Context: an optimization exercise on an open-source flow, tuned for small area, a short achievable clock period and few clock cycles per item. The choices shown serve that exercise and are no tape-out recipe. The RTL was checked by simulation tests, not by an equivalence proof against the original design.

==> inputs of trial 31 <==
==> flow/design.v (excerpt) <==
module nearest_path_segment_search_top #(
    parameter int PATH_DEPTH  = nps_pkg::PATH_DEPTH_DEF,
    parameter int COORD_WIDTH = nps_pkg::COORD_WIDTH_DEF,
    parameter int NL          = 2,
    parameter logic [24:0] REGM = 25'b1111111111111111101010100
) (
    input  logic                              clk,
    input  logic                              rst_n,
    input  logic                              cfg_we,
    input  logic                              cfg_index,
    input  logic [nps_pkg::CFG_DATA_W-1:0]    cfg_data,
    input  logic                              in_valid,
    output logic                              in_ready,
    input  logic                              opcode,
    input  logic [nps_pkg::INDEX_W-1:0]       point_index,
    input  logic signed [COORD_WIDTH-1:0]     coord_x,
    input  logic signed [COORD_WIDTH-1:0]     coord_y,
    output logic                              out_valid,
    input  logic                              out_ready,
    output logic [nps_pkg::INDEX_W-1:0]       target_index
);
export LEC_CHECK = 0
export ABC_CLOCK_PERIOD_IN_PS = 3500
export CAP_MARGIN = 20
export CORE_MARGIN = 2
export CORE_UTILIZATION = 40
export SLEW_MARGIN = 20
create_clock -name core_clock -period 10.0 [get_ports {clk}]
standard.sh (not shown) runs the stock make flow with config.mk's settings and CLKGATE_MAP_FILE= SYNTH_SCRIPT=/design/flow/synth_recipe.tcl, a recipe that flattens the netlist after the stock synthesis.
==> flow/flow/run.sh <==
#!/bin/bash
set -euo pipefail
cd "$(dirname "${BASH_SOURCE[0]}")/.."
bash standard.sh SETUP_SLACK_MARGIN=6.0 finish > flow_standard.log 2>&1
==> trial 64 (differences from trial 31) <==
--- a/flow/design.v
+++ b/flow/design.v
@@ -4179,18 +4179,18 @@
     for (genvar k = 0; k < NS; k++)
     begin : g_st
         localparam int QI = (2 * k > 16) ? 2 * k : 16;
         localparam int QO = (2 * k + 2 > 16) ? 2 * k + 2 : 16;
         logic [24:0] den_i, den_o;
         logic [26:0] den3_i, den3_o;
         if (k == 0)
         begin : g_d0
-            assign den_i  = den;
-            assign den3_i = 27'(den) + {1'b0, den, 1'b0};
+            assign den_i  = ~den;
+            assign den3_i = ~(27'(den) + {1'b0, den, 1'b0});
         end
         else
         begin : g_dn
             assign den_i  = g_st[k-1].den_o;
             assign den3_i = g_st[k-1].den3_o;
         end
         always_ff @(posedge clk)
         begin
@@ -4227,19 +4227,19 @@
                 assign r    = {rem_i, qd_i[15:14]};
                 assign qd_c = {qd_i[13:0], q};
             end
             else
             begin : g_z
                 assign r    = {rem_i, 2'b00};
                 assign qd_c = {qd_i, q};
             end
-            assign d1  = {1'b0, r} - {3'b0, den_i};
-            assign d2  = {1'b0, r} - {2'b0, den_i, 1'b0};
-            assign d3  = {1'b0, r} - {1'b0, den3_i};
+            assign d1  = {1'b0, r} + {3'b111, den_i} + 28'd1;
+            assign d2  = {1'b0, r} + {2'b11, den_i, 1'b1} + 28'd1;
+            assign d3  = {1'b0, r} + {1'b1, den3_i} + 28'd1;
             assign ge1 = !d1[27];
             assign ge2 = !d2[27];
             assign ge3 = !d3[27];
             assign q   = ge3 ? 2'd3 : (ge2 ? 2'd2 : (ge1 ? 2'd1 : 2'd0));
             assign rem_c = ge3 ? d3[24:0] : (ge2 ? d2[24:0] : (ge1 ? d1[24:0] : r[24:0]));
             always_ff @(posedge clk)
             begin
                 qd_o   <= qd_c;
@@ -4500,46 +4500,51 @@
         .rem0     (rem0),
         .dvd      (dvd),
         .sat      (sat),
         .side_in  (side_r),
         .quo      (quo),
         .side_out (side_q)
     );
     logic [5:0]                  tpos;
-    logic [NL-1:0][D_ALL-1:0]    mark;
+    logic [NL-1:0]               mark;
     logic [NL-1:0]               tact;
     logic [NL-1:0][6:0]          tcnt;
     logic [NL-1:0]               emit;
     logic [NL-1:0]               found;
     logic [NL-1:0][31:0]         best_ratio;
     logic [NL-1:0][5:0]          best_pos;
     logic [NL-1:0][5:0]          best_end;
     logic [6:0]                  tp7;
     logic                        seg_ok;
     assign tp7    = {1'b0, tpos};
+    always_comb
+    begin
+        for (int l = 0; l < NL; l++)
+        begin
+            mark[l] = busy[l] && (hcnt[l] == 7'(D_ALL));
+        end
+    end
     assign seg_ok = (tpos != 6'd0) && (tp7 < n);
     always_ff @(posedge clk or negedge rst_n)
     begin
         if (!rst_n)
         begin
-            mark <= '0;
             tpos <= 6'(64 - (D_ALL % 64));
             tact <= '0;
             tcnt <= '0;
             emit <= '0;
         end
         else
         begin
             tpos <= tpos + 6'd1;
             for (int l = 0; l < NL; l++)
             begin
-                mark[l] <= {mark[l][D_ALL-2:0], busy[l] && (hcnt[l] == 7'd0)};
                 emit[l] <= tact[l] && (tcnt[l] == 7'(LAST));
-                if (mark[l][D_ALL-1])
+                if (mark[l])
                 begin
                     tact[l] <= 1'b1;
                     tcnt[l] <= 7'd1;
                 end
                 else if (tact[l])
                 begin
                     tcnt[l] <= tcnt[l] + 7'd1;
                     if (tcnt[l] == 7'(LAST))
@@ -4549,17 +4554,17 @@
                 end
             end
         end
     end
     always_ff @(posedge clk)
     begin
         for (int l = 0; l < NL; l++)
         begin
-            if (mark[l][D_ALL-1])
+            if (mark[l])
             begin
                 found[l] <= 1'b0;
             end
             else if (tact[l] && seg_ok && side_q[l][1]
                      && (!found[l] || (quo[l] < best_ratio[l])
                          || ((quo[l] == best_ratio[l]) && (tpos < best_pos[l]))))
             begin
                 found[l]      <= 1'b1;
==> flow/run.sh (new file) <==
#!/bin/bash
# synth_recipe.tcl (not shown) runs the flow's synth.tcl, then flattens the netlist and writes it again
# the make line also repeats each setting of config.mk as NAME=value (left out here)
make -C /OpenROAD-flow-scripts/flow DESIGN_CONFIG=/design/flow/config.mk WORK_HOME=/design/flow/orfs CLKGATE_MAP_FILE= SYNTH_SCRIPT=/design/flow/synth_recipe.tcl finish
==> flow/config.mk (replaced) <==
export PLATFORM = sky130hd
export DESIGN_NAME = nearest_path_segment_search_top
export DESIGN_NICKNAME = nearest_path_segment_search_top
export VERILOG_FILES = /design/flow/design.v
export SDC_FILE = /design/flow/constraint.sdc
export NUM_CORES = 4
export LEC_CHECK = 0
export ABC_CLOCK_PERIOD_IN_PS = 3500
export CAP_MARGIN = 20
export CORE_MARGIN = 2
export CORE_UTILIZATION = 55
export CTS_CLUSTER_DIAMETER = 100
export CTS_CLUSTER_SIZE = 30
export PLACE_DENSITY = 0.65
export SETUP_SLACK_MARGIN = 5
export SLEW_MARGIN = 20
removed: flow/flow/run.sh
removed: flow/standard.sh
==> build 79 (differences from trial 31) <==
--- a/flow/design.v
+++ b/flow/design.v
@@ -27,48 +27,38 @@
     output logic [$clog2(DEPTH)-1:0] pos,
     output logic [WIDTH-1:0]         head,
     output logic [WIDTH-1:0]         prev
 );
     localparam int AW = $clog2(DEPTH);
     logic [DEPTH-1:0][WIDTH-1:0] mem;
     logic [AW-1:0]    pos_reg;
     logic [AW-1:0]    wslot;
-    logic [DEPTH-1:0] wsel;
-    logic [WIDTH-1:0] wdata_r;
-    assign wslot = waddr - pos_reg - AW'(2);
+    assign wslot = waddr - pos_reg - AW'(1);
     assign pos   = pos_reg;
     assign head  = mem[0];
     assign prev  = mem[DEPTH-1];
     always_ff @(posedge clk or negedge rst_n)
     begin
         if (!rst_n)
         begin
             pos_reg <= '0;
         end
         else
         begin
             pos_reg <= pos_reg + AW'(1);
         end
     end
     always_ff @(posedge clk)
     begin
-        wdata_r <= wdata;
         for (int j = 0; j < DEPTH; j++)
         begin
-            wsel[j] <= we && (wslot == AW'(j));
-        end
-    end
-    always_ff @(posedge clk)
-    begin
-        for (int j = 0; j < DEPTH; j++)
-        begin
-            if (wsel[j])
+            if (we && (wslot == AW'(j)))
             begin
-                mem[j] <= wdata_r;
+                mem[j] <= wdata;
             end
             else
             begin
                 mem[j] <= mem[(j + 1) % DEPTH];
             end
         end
     end
 endmodule
@@ -4159,116 +4149,126 @@
         rad <= row_a + row_b;
     end
     assign row_a = {1'b0, w1993, w1992, w1990, w1988, w1986, w1984, w1982, w1980, w1978, w1976, w1974, w1972, w1970, w1968, w1966, w1964, w1962, w1960, w1958, w1956, w1954, w1952, w1950, w1948, w1946, w1944, w1942, w1940, w1938, w1936, w1934, w1932, w1930, w1928, w1926, w1924, w1922, w1920, w1918, w1916, w1914, w1912, w1910, w1908, w1906, w1904, w1902, w1900, r1757};
     assign row_b = {1'b0, 1'b0, w1991, w1989, w1987, w1985, w1983, w1981, w1979, w1977, w1975, w1973, w1971, w1969, w1967, w1965, w1963, w1961, w1959, w1957, w1955, w1953, w1951, w1949, w1947, w1945, w1943, w1941, w1939, w1937, w1935, w1933, w1931, w1929, w1927, w1925, w1923, w1921, w1919, w1917, w1915, w1913, w1911, w1909, w1907, w1905, w1903, w1901, w1899, w1898};
 endmodule
 `timescale 1ns / 1ps
 module nps_div #(
     parameter int NL = 1,
+    parameter int KD = 2,
     parameter int SW = 1
 ) (
     input  logic                   clk,
     input  logic [24:0]            den,
     input  logic [NL-1:0][9:0]     rem0,
     input  logic [NL-1:0][15:0]    dvd,
     input  logic [NL-1:0]          sat,
     input  logic [NL-1:0][SW-1:0]  side_in,
     output logic [NL-1:0][31:0]    quo,
     output logic [NL-1:0][SW-1:0]  side_out
 );
-    localparam int NS = 16;
-    for (genvar k = 0; k < NS; k++)
+    localparam int NS = 32;
+    for (genvar j = 0; j < NS; j++)
     begin : g_st
-        localparam int QI = (2 * k > 16) ? 2 * k : 16;
-        localparam int QO = (2 * k + 2 > 16) ? 2 * k + 2 : 16;
+        localparam int QI = (j > 16) ? j : 16;
+        localparam int QO = (j + 1 > 16) ? j + 1 : 16;
+        localparam bit RG = ((j + 1) % KD == 0) || (j == NS - 1);
         logic [24:0] den_i, den_o;
-        logic [26:0] den3_i, den3_o;
-        if (k == 0)
+        if (j == 0)
         begin : g_d0
-            assign den_i  = den;
-            assign den3_i = 27'(den) + {1'b0, den, 1'b0};
+            assign den_i = den;
         end
         else
         begin : g_dn
-            assign den_i  = g_st[k-1].den_o;
-            assign den3_i = g_st[k-1].den3_o;
+            assign den_i = g_st[j-1].den_o;
         end
-        always_ff @(posedge clk)
-        begin
-            den_o  <= den_i;
-            den3_o <= den3_i;
+        if (RG)
+        begin : g_dr
+            always_ff @(posedge clk)
+            begin
+                den_o <= den_i;
+            end
+        end
+        else
+        begin : g_dc
+            assign den_o = den_i;
         end
         for (genvar l = 0; l < NL; l++)
         begin : g_ln
             logic [24:0]    rem_i, rem_c, rem_o;
             logic [QI-1:0]  qd_i;
             logic [QO-1:0]  qd_c, qd_o;
             logic           sat_i, sat_o;
             logic [SW-1:0]  side_i, side_o;
-            logic [26:0]    r;
-            logic [27:0]    d1, d2, d3;
-            logic           ge1, ge2, ge3;
-            logic [1:0]     q;
-            if (k == 0)
+            logic [25:0]    r;
+            logic [26:0]    diff;
+            logic           ge;
+            if (j == 0)
             begin : g_i0
                 assign rem_i  = 25'(rem0[l]);
                 assign qd_i   = dvd[l];
                 assign sat_i  = sat[l];
                 assign side_i = side_in[l];
             end
             else
             begin : g_in
-                assign rem_i  = g_st[k-1].g_ln[l].rem_o;
-                assign qd_i   = g_st[k-1].g_ln[l].qd_o;
-                assign sat_i  = g_st[k-1].g_ln[l].sat_o;
-                assign side_i = g_st[k-1].g_ln[l].side_o;
+                assign rem_i  = g_st[j-1].g_ln[l].rem_o;
+                assign qd_i   = g_st[j-1].g_ln[l].qd_o;
+                assign sat_i  = g_st[j-1].g_ln[l].sat_o;
+                assign side_i = g_st[j-1].g_ln[l].side_o;
             end
-            if (k < 8)
+            if (j < 16)
             begin : g_b
-                assign r    = {rem_i, qd_i[15:14]};
-                assign qd_c = {qd_i[13:0], q};
+                assign r    = {rem_i, qd_i[15]};
+                assign qd_c = {qd_i[14:0], ge};
             end
             else
             begin : g_z
-                assign r    = {rem_i, 2'b00};
-                assign qd_c = {qd_i, q};
+                assign r    = {rem_i, 1'b0};
+                assign qd_c = {qd_i, ge};
             end
-            assign d1  = {1'b0, r} - {3'b0, den_i};
-            assign d2  = {1'b0, r} - {2'b0, den_i, 1'b0};
-            assign d3  = {1'b0, r} - {1'b0, den3_i};
-            assign ge1 = !d1[27];
-            assign ge2 = !d2[27];
-            assign ge3 = !d3[27];
-            assign q   = ge3 ? 2'd3 : (ge2 ? 2'd2 : (ge1 ? 2'd1 : 2'd0));
-            assign rem_c = ge3 ? d3[24:0] : (ge2 ? d2[24:0] : (ge1 ? d1[24:0] : r[24:0]));
-            always_ff @(posedge clk)
-            begin
-                qd_o   <= qd_c;
-                sat_o  <= sat_i;
-                side_o <= side_i;
-                if (k < NS - 1)
+            assign diff  = {1'b0, r} - {2'b0, den_i};
+            assign ge    = !diff[26];
+            assign rem_c = ge ? diff[24:0] : r[24:0];
+            if (RG)
+            begin : g_r
+                always_ff @(posedge clk)
                 begin
-                    rem_o <= rem_c;
+                    qd_o   <= qd_c;
+                    sat_o  <= sat_i;
+                    side_o <= side_i;
+                    if (j < NS - 1)
+                    begin
+                        rem_o <= rem_c;
+                    end
                 end
             end
+            else
+            begin : g_c
+                assign qd_o   = qd_c;
+                assign sat_o  = sat_i;
+                assign side_o = side_i;
+                assign rem_o  = rem_c;
+            end
         end
     end
     for (genvar l = 0; l < NL; l++)
     begin : g_out
         assign quo[l]      = g_st[NS-1].g_ln[l].sat_o ? 32'hFFFF_FFFF : g_st[NS-1].g_ln[l].qd_o;
         assign side_out[l] = g_st[NS-1].g_ln[l].side_o;
     end
 endmodule
 `timescale 1ns / 1ps
 module nearest_path_segment_search_top #(
     parameter int PATH_DEPTH  = nps_pkg::PATH_DEPTH_DEF,
     parameter int COORD_WIDTH = nps_pkg::COORD_WIDTH_DEF,
     parameter int NL          = 2,
-    parameter logic [24:0] REGM = 25'b1111111111111111101010100
+    parameter logic [24:0] REGM = 25'b1111111111111111111101010,
+    parameter int KD          = 1
 ) (
     input  logic                              clk,
     input  logic                              rst_n,
     input  logic                              cfg_we,
     input  logic                              cfg_index,
     input  logic [nps_pkg::CFG_DATA_W-1:0]    cfg_data,
     input  logic                              in_valid,
     output logic                              in_ready,
@@ -4280,17 +4280,17 @@
     input  logic                              out_ready,
     output logic [nps_pkg::INDEX_W-1:0]       target_index
 );
     localparam int CW    = COORD_WIDTH;
     localparam int NQ    = NL + 2;                       
     localparam int QCW   = $clog2(NQ + 1);
     localparam int LAST  = 64;                           
     localparam int D_DST = 4 + ones24(REGM);              
-    localparam int D_DIV = 16;                           
+    localparam int D_DIV = (32 + KD - 1) / KD;           
     localparam int D_ALL = D_DST + 1 + D_DIV;            
     function automatic int ones24(input logic [24:0] m);
         int c;
         c = 0;
         for (int i = 0; i < 24; i++)
         begin
             c = c + int'(m[i]);
         end
@@ -4488,16 +4488,17 @@
             rem0[l]   = num[l][25:16];
             dvd[l]    = num[l][15:0];
             sat[l]    = (den_r[24:10] == '0) && (num[l][25:16] >= den_r[9:0]);
             side_r[l] = {lnz_r, fl_r[l]};
         end
     end
     nps_div #(
         .NL (NL),
+        .KD (KD),
         .SW (2)
     ) u_div (
         .clk      (clk),
         .den      (den_r),
         .rem0     (rem0),
         .dvd      (dvd),
         .sat      (sat),
         .side_in  (side_r),
==> flow/run.sh (new file) <==
#!/bin/bash
# synth_recipe.tcl (not shown) runs the flow's synth.tcl, then flattens the netlist and writes it again
# the make line also repeats each setting of config.mk as NAME=value (left out here)
make -C /OpenROAD-flow-scripts/flow DESIGN_CONFIG=/design/flow/config.mk WORK_HOME=/design/flow/orfs CLKGATE_MAP_FILE= SYNTH_SCRIPT=/design/flow/synth_recipe.tcl finish
--- a/flow/config.mk
+++ b/flow/config.mk
@@ -4,9 +4,10 @@
 export VERILOG_FILES = /design/flow/design.v
 export SDC_FILE = /design/flow/constraint.sdc
 export NUM_CORES = 4
 export LEC_CHECK = 0
 export ABC_CLOCK_PERIOD_IN_PS = 3500
 export CAP_MARGIN = 20
 export CORE_MARGIN = 2
 export CORE_UTILIZATION = 40
+export SETUP_SLACK_MARGIN = 5
 export SLEW_MARGIN = 20
removed: flow/flow/run.sh
removed: flow/standard.sh
==> build 10 (differences from trial 31) <==
==> flow/run.sh (new file) <==
#!/bin/bash
# synth_recipe.tcl (not shown) runs the flow's synth.tcl, then flattens the netlist and writes it again
# the make line also repeats each setting of config.mk as NAME=value (left out here)
make -C /OpenROAD-flow-scripts/flow DESIGN_CONFIG=/design/flow/config.mk WORK_HOME=/design/flow/orfs CLKGATE_MAP_FILE= SYNTH_SCRIPT=/design/flow/synth_recipe.tcl finish
--- a/flow/config.mk
+++ b/flow/config.mk
@@ -4,9 +4,10 @@
 export VERILOG_FILES = /design/flow/design.v
 export SDC_FILE = /design/flow/constraint.sdc
 export NUM_CORES = 4
 export LEC_CHECK = 0
 export ABC_CLOCK_PERIOD_IN_PS = 3500
 export CAP_MARGIN = 20
 export CORE_MARGIN = 2
 export CORE_UTILIZATION = 40
+export SETUP_SLACK_MARGIN = 5
 export SLEW_MARGIN = 20
removed: flow/flow/run.sh
removed: flow/standard.sh
==> run notes <==
- Trial 64 produced a clean layout. Trial 31 went through all stages and came out clean. Build 10 finished with timing, DRC and antenna clean. Build 79 went through all stages and came out clean.
- Non-clock buffer count: trial 64 is lower than trial 31 (851).
- Wire length, highest first: trial 31, trial 64, build 10, build 79.
- In build 79 the global-route usage is lower than in trial 64, by 8.9 points.
- The highest final cell count belongs to trial 31, the lowest to trial 64.
- Clock skew: build 10 < trial 31 < build 79 < trial 64.
==> figures <==
Layout Area Growth over Synthesis: build 79 12.8%; build 10 11.7%; trial 64 5.96%; trial 31 16.2%
Proportion of netlist area held by the largest area contributor: build 79 0.455; build 10 0.386; trial 64 0.389; trial 31 0.386
Longest Clk Path Bufs: build 79 6; build 10 6; trial 64 4; trial 31 6
Maximum number of pins on one net before global-route repair: build 79 106; build 10 95; trial 64 95; trial 31 95
Antenna violations before repair: build 79 67; build 10 95; trial 64 112; trial 31 91
Run status: build 79 finished clean; build 10 finished clean; trial 64 finished clean; trial 31 finished clean
Share of synthesized area spent on multiplexers: build 79 0.0920; build 10 0.0861; trial 64 0.0885; trial 31 0.0861
Dpl hpwl: build 79 912 mm; build 10 973 mm; trial 64 998 mm; trial 31 967 mm
Worst-case headroom to the max-slew limit: build 79 0.0860; build 10 0.210; trial 64 0.127; trial 31 0.268
Stages on worst setup path: build 79 11; build 10 13; trial 64 17; trial 31 13
Area post-placement: build 79 503000 sq um; build 10 500000 sq um; trial 64 490000 sq um; trial 31 501000 sq um
First-pass GRT wire length: build 79 1920 mm; build 10 1980 mm; trial 64 1990 mm; trial 31 2020 mm
Total Wirelength: build 79 1250 mm; build 10 1300 mm; trial 64 1310 mm; trial 31 1350 mm
Worst-skew pair later-pin latency: build 79 1.26 ns; build 10 1.26 ns; trial 64 1.16 ns; trial 31 1.27 ns
Testbench counts of trial 31, summed over its fixed seeds: cycles 9,792, queries 192.
Testbench counts of trial 64, summed over its fixed seeds: cycles 9,792, queries 192.
Testbench counts of build 79, summed over its fixed seeds: cycles 10,368, queries 192.
Testbench counts of build 10, summed over its fixed seeds: cycles 9,792, queries 192.

afterwards: timing with drivers on the ports:
How much do the figures lean on ideal ports? The routed layouts below were timed once more, with nothing changed but the port constraints. Step 1, drivers: a clkbuf_16 drives clk and a buf_2 each remaining input, both assumed. Step 2 moves the port delays by t, midway between the first and last clock arrival at a register: inputs arrive t later, outputs are due t later. That takes back most of the time a late clock gives input paths. Slacks: ideal ports / drivers / drivers and shift; pairs: ideal ports / drivers.
| run | t, ns | setup slack, ns | worst setup path at the end | clock arrival spread, ns | slew at the worst register clock pin (ns) |
|---|---|---|---|---|---|
| trial 31 | 1.364 | 5.403 / 5.403 / 4.963 | input to register | 0.136 / 0.136 | 0.07 / 0.07 |
| trial 64 | 1.236 | 5.077 / 5.077 / 4.660 | input to register | 0.173 / 0.173 | 0.12 / 0.12 |
| build 79 | 1.369 | 5.107 / 5.107 / 4.854 | input to register | 0.136 / 0.136 | 0.07 / 0.07 |
| build 10 | 1.356 | 5.117 / 5.117 / 4.578 | input to register | 0.141 / 0.140 | 0.07 / 0.07 |
After both steps setup and hold are still met in every run listed. The setup slack of build 10, which loses most, moves by 0.000 ns with the drivers and by -0.539 ns with both steps.
